This design comes from an exercise in tuning for small area, a short achievable clock period and few clock cycles per item on the open sky130 flow, not from production work. Where RTL was checked, it was by simulation tests only, not by an equivalence proof against the original. Power figures rest on the tool's default switching activity, not on a simulated workload.

job 104:
Design touch_median_calibrate_map, start of the top module:
module touch_median_calibrate_map #(
  parameter int RAW_BITS = 12
) (
  input  logic                                  clk,
  input  logic                                  rst_n,
  input  logic                                  in_tvalid,
  output logic                                  in_tready,
  input  logic [((3*RAW_BITS+7)/8)*8-1:0]       in_tdata,
  output logic                                  out_tvalid,
  input  logic                                  out_tready,
  output logic [23:0]                           out_tdata,
  output logic                                  out_tuser,
  input  logic                                  cfg_psel,
  input  logic                                  cfg_penable,
  input  logic                                  cfg_pwrite,
  input  logic [tmcm_pkg::CFG_ADDR_BITS-1:0]    cfg_paddr,
  input  logic [tmcm_pkg::CFG_DATA_BITS-1:0]    cfg_pwdata,
  output logic [tmcm_pkg::CFG_DATA_BITS-1:0]    cfg_prdata,
  output logic                                  cfg_pready
);
Size in the first run: about 2,900 cells after synthesis, about 140 I/O pins.
Settings: LEC_CHECK=0, CAP_MARGIN=20, CORE_MARGIN=2, CORE_UTILIZATION=40, CTS_BUF_LIST=sky130_fd_sc_hd__clkbuf_4 sky130_fd_sc_hd__clkbuf_8, CTS_CLUSTER_SIZE=40, SETUP_SLACK_MARGIN=2.95, SLEW_MARGIN=20; clock period 7.0 ns.
run.sh (not shown) runs the stock make flow with config.mk's settings and CLKGATE_MAP_FILE= SYNTH_SCRIPT=/design/flow/synth_recipe.tcl, a recipe that flattens the netlist after the stock synthesis.
Job 104 ran to completion and came out clean on the timing, DRC and antenna checks.
Input changes introduced in job 102 (baseline for comparison: job 104):
-- flow/design.v --
<<< job 104, line 241
  input  logic [RAW_BITS+tmcm_pkg::SCR_BITS-1:0] prod,
  input  logic [RAW_BITS-1:0]                    den,
  output logic [tmcm_pkg::SCR_BITS-1:0]          quo,
  output logic [tmcm_pkg::SCR_BITS-1:0]          quo_next
>>> job 102, line 241
  input  logic [RAW_BITS+tmcm_pkg::SCR_BITS-1:0] prod,
  input  logic [RAW_BITS-1:0]                    den,
  input  logic [RAW_BITS:0]                      den3,
  output logic [tmcm_pkg::SCR_BITS-1:0]          quo,
  output logic [tmcm_pkg::SCR_BITS-1:0]          quo_next
<<< job 104, line 248
  logic [RW-1:0] r_r, r1, r2;
  logic [SB-1:0] pq_r;
  logic [RW-1:0] dd, t1, t2;
  logic          sub1;
  always_comb begin
    dd   = {1'b0, den};
    sub1 = ~r_r[RW-1];
    t1   = {r_r[RW-2:0], pq_r[SB-1]};
    r1   = t1 + (sub1 ? ~dd : dd) + {{(RW-1){1'b0}}, sub1};
    t2   = {r1[RW-2:0], pq_r[SB-2]};
    r2   = r1[RW-1] ? t2 + dd : t2 - dd;
  end
  always_ff @(posedge clk) begin
>>> job 102, line 249
  logic [RW-1:0] r_r, r1, r2;
  logic [SB-1:0] pq_r;
  logic [RW-1:0] dd, dd3, t1, t2, k_ge, k_lt, c_ge, c_lt;
  logic          sub1;
  always_comb begin
    dd   = {1'b0, den};
    dd3  = den3;
    sub1 = ~r_r[RW-1];
    t1   = {r_r[RW-2:0], pq_r[SB-1]};
    t2   = {r_r[RW-3:0], pq_r[SB-1], pq_r[SB-2]};
    r1   = t1 + (sub1 ? ~dd : dd) + {{(RW-1){1'b0}}, sub1};
    k_ge = sub1 ? ~dd3 : dd;
    k_lt = sub1 ? ~dd : dd3;
    c_ge = t2 + k_ge + {{(RW-1){1'b0}}, sub1};
    c_lt = t2 + k_lt + {{(RW-1){1'b0}}, sub1};
    r2   = r1[RW-1] ? c_lt : c_ge;
  end
  always_ff @(posedge clk) begin
<<< job 104, line 384
  end
  logic [RAW_BITS:0] span_x, span_y;
  logic              empty_x_r, empty_y_r;
  tmcm_addbk #(.W(RAW_BITS+1)) u_span_x (
    .a ({1'b0, raw_max_x}), .b (~{1'b0, raw_min_x}), .cin (1'b1), .s (span_x));
  tmcm_addbk #(.W(RAW_BITS+1)) u_span_y (
    .a ({1'b0, raw_max_y}), .b (~{1'b0, raw_min_y}), .cin (1'b1), .s (span_y));
  always_ff @(posedge clk) begin
    den_x_r   <= span_x[RAW_BITS-1:0];
>>> job 102, line 390
  end
  logic [RAW_BITS:0] span_x, span_y;
  logic [RAW_BITS:0] den3_x_r, den3_y_r;
  logic              empty_x_r, empty_y_r;
  logic [RAW_BITS:0] den3_x, den3_y;
  tmcm_addbk #(.W(RAW_BITS+1)) u_span_x (
    .a ({1'b0, raw_max_x}), .b (~{1'b0, raw_min_x}), .cin (1'b1), .s (span_x));
  tmcm_addbk #(.W(RAW_BITS+1)) u_span_y (
    .a ({1'b0, raw_max_y}), .b (~{1'b0, raw_min_y}), .cin (1'b1), .s (span_y));
  tmcm_addbk #(.W(RAW_BITS+1)) u_den3_x (
    .a ({1'b0, den_x_r}), .b ({den_x_r, 1'b0}), .cin (1'b0), .s (den3_x));
  tmcm_addbk #(.W(RAW_BITS+1)) u_den3_y (
    .a ({1'b0, den_y_r}), .b ({den_y_r, 1'b0}), .cin (1'b0), .s (den3_y));
  always_ff @(posedge clk) begin
    den_x_r   <= span_x[RAW_BITS-1:0];
<<< job 104, line 394
    empty_x_r <= span_x[RAW_BITS] | ~|span_x[RAW_BITS-1:0];
    empty_y_r <= span_y[RAW_BITS] | ~|span_y[RAW_BITS-1:0];
  end
  assign empty_x = empty_x_r;
>>> job 102, line 406
    empty_x_r <= span_x[RAW_BITS] | ~|span_x[RAW_BITS-1:0];
    empty_y_r <= span_y[RAW_BITS] | ~|span_y[RAW_BITS-1:0];
    den3_x_r  <= den3_x;
    den3_y_r  <= den3_y;
  end
  assign empty_x = empty_x_r;
<<< job 104, line 447
      .prod     (prod),
      .den      (den_x_r),
      .quo      (xq[e]),
      .quo_next (xqn[e])
>>> job 102, line 461
      .prod     (prod),
      .den      (den_x_r),
      .den3     (den3_x_r),
      .quo      (xq[e]),
      .quo_next (xqn[e])
<<< job 104, line 456
      .prod     (prod),
      .den      (den_y_r),
      .quo      (yq[e]),
      .quo_next (yqn[e])
>>> job 102, line 471
      .prod     (prod),
      .den      (den_y_r),
      .den3     (den3_y_r),
      .quo      (yq[e]),
      .quo_next (yqn[e])
Results
Timing, DRC, antenna: 0 failures across job 104 and job 102
Taking job 104 as 1.0, job 102 lands at 0.901 on internal power summed over all cells.
Compared with job 104, in job 102 area occupied by multi-input gates +1500 sq um, total vias in the final route rose 1,613, detailed-route wire length on metal 1 increased by 3.4 mm relative to the old numbers.
Taking job 104 as the reference, in job 102 fmax increased by 38 MHz relative to the old numbers, first-iteration DRC count went up, number of global-route vias before repair grew by 1,273.
Switching power summed over all nets: job 102 lower than job 104
Run comparison: job 102 master of the slowest instance on the critical path sky130_fd_sc_hd__a221oi_2; job 104 master of the slowest instance on the critical path sky130_fd_sc_hd__or4_4
As far as worst hold path depth goes, job 104 and job 102 are indistinguishable; the numbers are identical.
Taking job 102 over job 104, the total power ratio works out to 0.872.
Diff job 104 and job 102: met3 routing resource usage after global routing lower in job 102
No run of this note included a check of the RTL's function; only the layout flow was run.

---

## the reference run
touch_median_calibrate_map, a different RTL version from the one above (not shown whole).
For scale: ~3100 cells after synthesis, about 380 flip-flops.
==> module tmcm_median, before the edit <==
module tmcm_median #(
  parameter int RAW_BITS = 12
) (
  input  logic                clk,
  input  logic                rst_n,
  input  logic                fire,
  input  logic [RAW_BITS-1:0] sx,
  input  logic [RAW_BITS-1:0] sy,
  input  logic [RAW_BITS-1:0] sz,
  input  logic [RAW_BITS-1:0] thr,
  input  logic                low_z,
  output logic [1:0]          phase,
  output logic [RAW_BITS-1:0] mx,
  output logic [RAW_BITS-1:0] my,
  output logic                touched
);
  logic [1:0]          phase_r;
  logic [RAW_BITS-1:0] hx0_r, hx1_r, hy0_r, hy1_r;
  logic                ltx_r, lty_r;
  logic                hz0_r, hz1_r;
  logic                t_r;
  logic                zpass;
  logic                x_a, x_b, y_a, y_b;
  function automatic logic [1:0] med_pick(
    input logic [RAW_BITS-1:0] a,
    input logic [RAW_BITS-1:0] b,
    input logic [RAW_BITS-1:0] c,
    input logic                ab
  );
    logic ac, bc;
    ac = (a < c);
    bc = (b < c);
    med_pick = {ab ^ ac, ab == bc};
  endfunction
  assign zpass = ~((sz ^ {RAW_BITS{low_z}}) < (thr ^ {RAW_BITS{low_z}}));
  assign phase = phase_r;
  assign {x_a, x_b} = med_pick(hx0_r, hx1_r, sx, ltx_r);
  assign {y_a, y_b} = med_pick(hy0_r, hy1_r, sy, lty_r);
  always_ff @(posedge clk) begin
    if (!rst_n) phase_r <= 2'd0;
    else if (fire) phase_r <= phase_r[1] ? 2'd0 : phase_r + 2'd1;
  end
  always_ff @(posedge clk) begin
    if (fire && phase_r == 2'd0) begin
      hx0_r <= sx;
      hy0_r <= sy;
      hz0_r <= zpass;
    end
    if (fire && phase_r == 2'd1) begin
      hz1_r <= zpass;
      ltx_r <= (hx0_r < sx);
      lty_r <= (hy0_r < sy);
    end
    if (fire && (phase_r == 2'd1 || (phase_r[1] && (x_a || !x_b))))
      hx1_r <= (phase_r[1] && x_a) ? hx0_r : sx;
    if (fire && (phase_r == 2'd1 || (phase_r[1] && (y_a || !y_b))))
      hy1_r <= (phase_r[1] && y_a) ? hy0_r : sy;
    if (fire && phase_r[1])
      t_r <= (hz0_r & hz1_r) | (hz0_r & zpass) | (hz1_r & zpass);
  end
  assign mx = hx1_r;
  assign my = hy1_r;
  assign touched = t_r;
endmodule
export LEC_CHECK = 0
export CAP_MARGIN = 20
export CORE_MARGIN = 2
export CORE_UTILIZATION = 40
export CTS_BUF_LIST = sky130_fd_sc_hd__clkbuf_4 sky130_fd_sc_hd__clkbuf_8
export CTS_CLUSTER_SIZE = 40
export SETUP_SLACK_MARGIN = 2.95
export SLEW_MARGIN = 20
create_clock -name core_clock -period 7.0 [get_ports {clk}]
Testbench counts of the reference run, summed over its fixed seeds: cycles 19,520, items 6,400.
For the trial run, these inputs were changed with respect to the reference run:
-- flow/design.v --
<<< the reference run, line 121
  logic                x_a, x_b, y_a, y_b;
  function automatic logic [1:0] med_pick(
    input logic [RAW_BITS-1:0] a,
    input logic [RAW_BITS-1:0] b,
    input logic [RAW_BITS-1:0] c,
    input logic                ab
  );
    logic ac, bc;
    ac = (a < c);
    bc = (b < c);
    med_pick = {ab ^ ac, ab == bc};
  endfunction
  assign zpass = ~((sz ^ {RAW_BITS{low_z}}) < (thr ^ {RAW_BITS{low_z}}));
  assign phase = phase_r;
  assign {x_a, x_b} = med_pick(hx0_r, hx1_r, sx, ltx_r);
  assign {y_a, y_b} = med_pick(hy0_r, hy1_r, sy, lty_r);
  always_ff @(posedge clk) begin
    if (!rst_n) phase_r <= 2'd0;
>>> the trial run, line 121
  logic                x_a, x_b, y_a, y_b;
  function automatic logic [1:0] med_pick(
    input logic ab,
    input logic ac,
    input logic bc
  );
    med_pick = {ab ^ ac, ab == bc};
  endfunction
  logic x_0s, x_1s, y_0s, y_1s;
  assign x_0s = (hx0_r < sx);
  assign x_1s = (hx1_r < sx);
  assign y_0s = (hy0_r < sy);
  assign y_1s = (hy1_r < sy);
  assign zpass = ~((sz ^ {RAW_BITS{low_z}}) < (thr ^ {RAW_BITS{low_z}}));
  assign phase = phase_r;
  assign {x_a, x_b} = med_pick(ltx_r, x_0s, x_1s);
  assign {y_a, y_b} = med_pick(lty_r, y_0s, y_1s);
  always_ff @(posedge clk) begin
    if (!rst_n) phase_r <= 2'd0;
<<< the reference run, line 147
    if (fire && phase_r == 2'd1) begin
      hz1_r <= zpass;
      ltx_r <= (hx0_r < sx);
      lty_r <= (hy0_r < sy);
    end
    if (fire && (phase_r == 2'd1 || (phase_r[1] && (x_a || !x_b))))
>>> the trial run, line 148
    if (fire && phase_r == 2'd1) begin
      hz1_r <= zpass;
      ltx_r <= x_0s;
      lty_r <= y_0s;
    end
    if (fire && (phase_r == 2'd1 || (phase_r[1] && (x_a || !x_b))))
[summary]
- Final standard cell count with taps included and fillers excluded went up slightly going from the reference run to the trial run.
- Diff the reference run -> the trial run | count of fill cells added during filler insertion | decrease of 0.81%
- Summary of the trial run over the reference run: width of the die did not really move, overall die area went down.
- Critical path depth in cells delta for the trial run relative to the reference run: 1 higher
- Compared the reference run against the trial run; setup TNS after final layout within noise.
- Across both runs, post-layout worst setup margin was lower for the trial run than for the reference run.
- Looking only at number of antenna violations at the first check in global routing, and setting everything else aside, the lower value of the trial run and the reference run goes to the reference run.
- Higher number of cells on the worst reg-to-reg path goes to the trial run over the reference run.
- Going from the reference run to the trial run, finished layout cell area grows by 1.6%.
Only the layout flow was run in the trial run; the RTL was not checked for function there.

## port drivers added, routing unchanged
Ports are ideal in the flow. The routed layouts listed here were re-timed in OpenROAD. Step 1 (the two cells are an assumption about what drives the block):
set clk [get_ports {clk}]
set_driving_cell -lib_cell sky130_fd_sc_hd__clkbuf_16 $clk
set_driving_cell -lib_cell sky130_fd_sc_hd__buf_2 [delete_from_list [all_inputs] $clk]
Step 2 times the ports against the registers' clock, not the clock port: input delays grow and output delays shrink by t, the midpoint of the rising clock arrivals with the driver on. Three values: ideal ports, drivers, drivers and shift; two values: the first two.
run | t, ns | setup WS [ns] | hold slack, ns | slew at the worst register clock pin (ns) | cell pins on the clock port's net
job 104 | 0.707 | 2.226 / 2.226 / 2.226 | 0.435 / 0.435 / 0.435 | 0.07 / 0.07 | 1
job 102 | 0.714 | 2.960 / 2.904 / 2.319 | 0.419 / 0.419 / 0.419 | 0.07 / 0.07 | 1
the reference run | 0.713 | 2.967 / 2.914 / 2.373 | 0.431 / 0.431 / 0.431 | 0.07 / 0.07 | 1
the trial run | 0.711 | 2.905 / 2.801 / 2.353 | 0.423 / 0.423 / 0.423 | 0.06 / 0.06 | 1
After both steps every run listed still meets setup and hold. For job 102, which loses most, drivers alone change the setup slack by -0.056 ns; drivers and shift together by -0.641 ns.
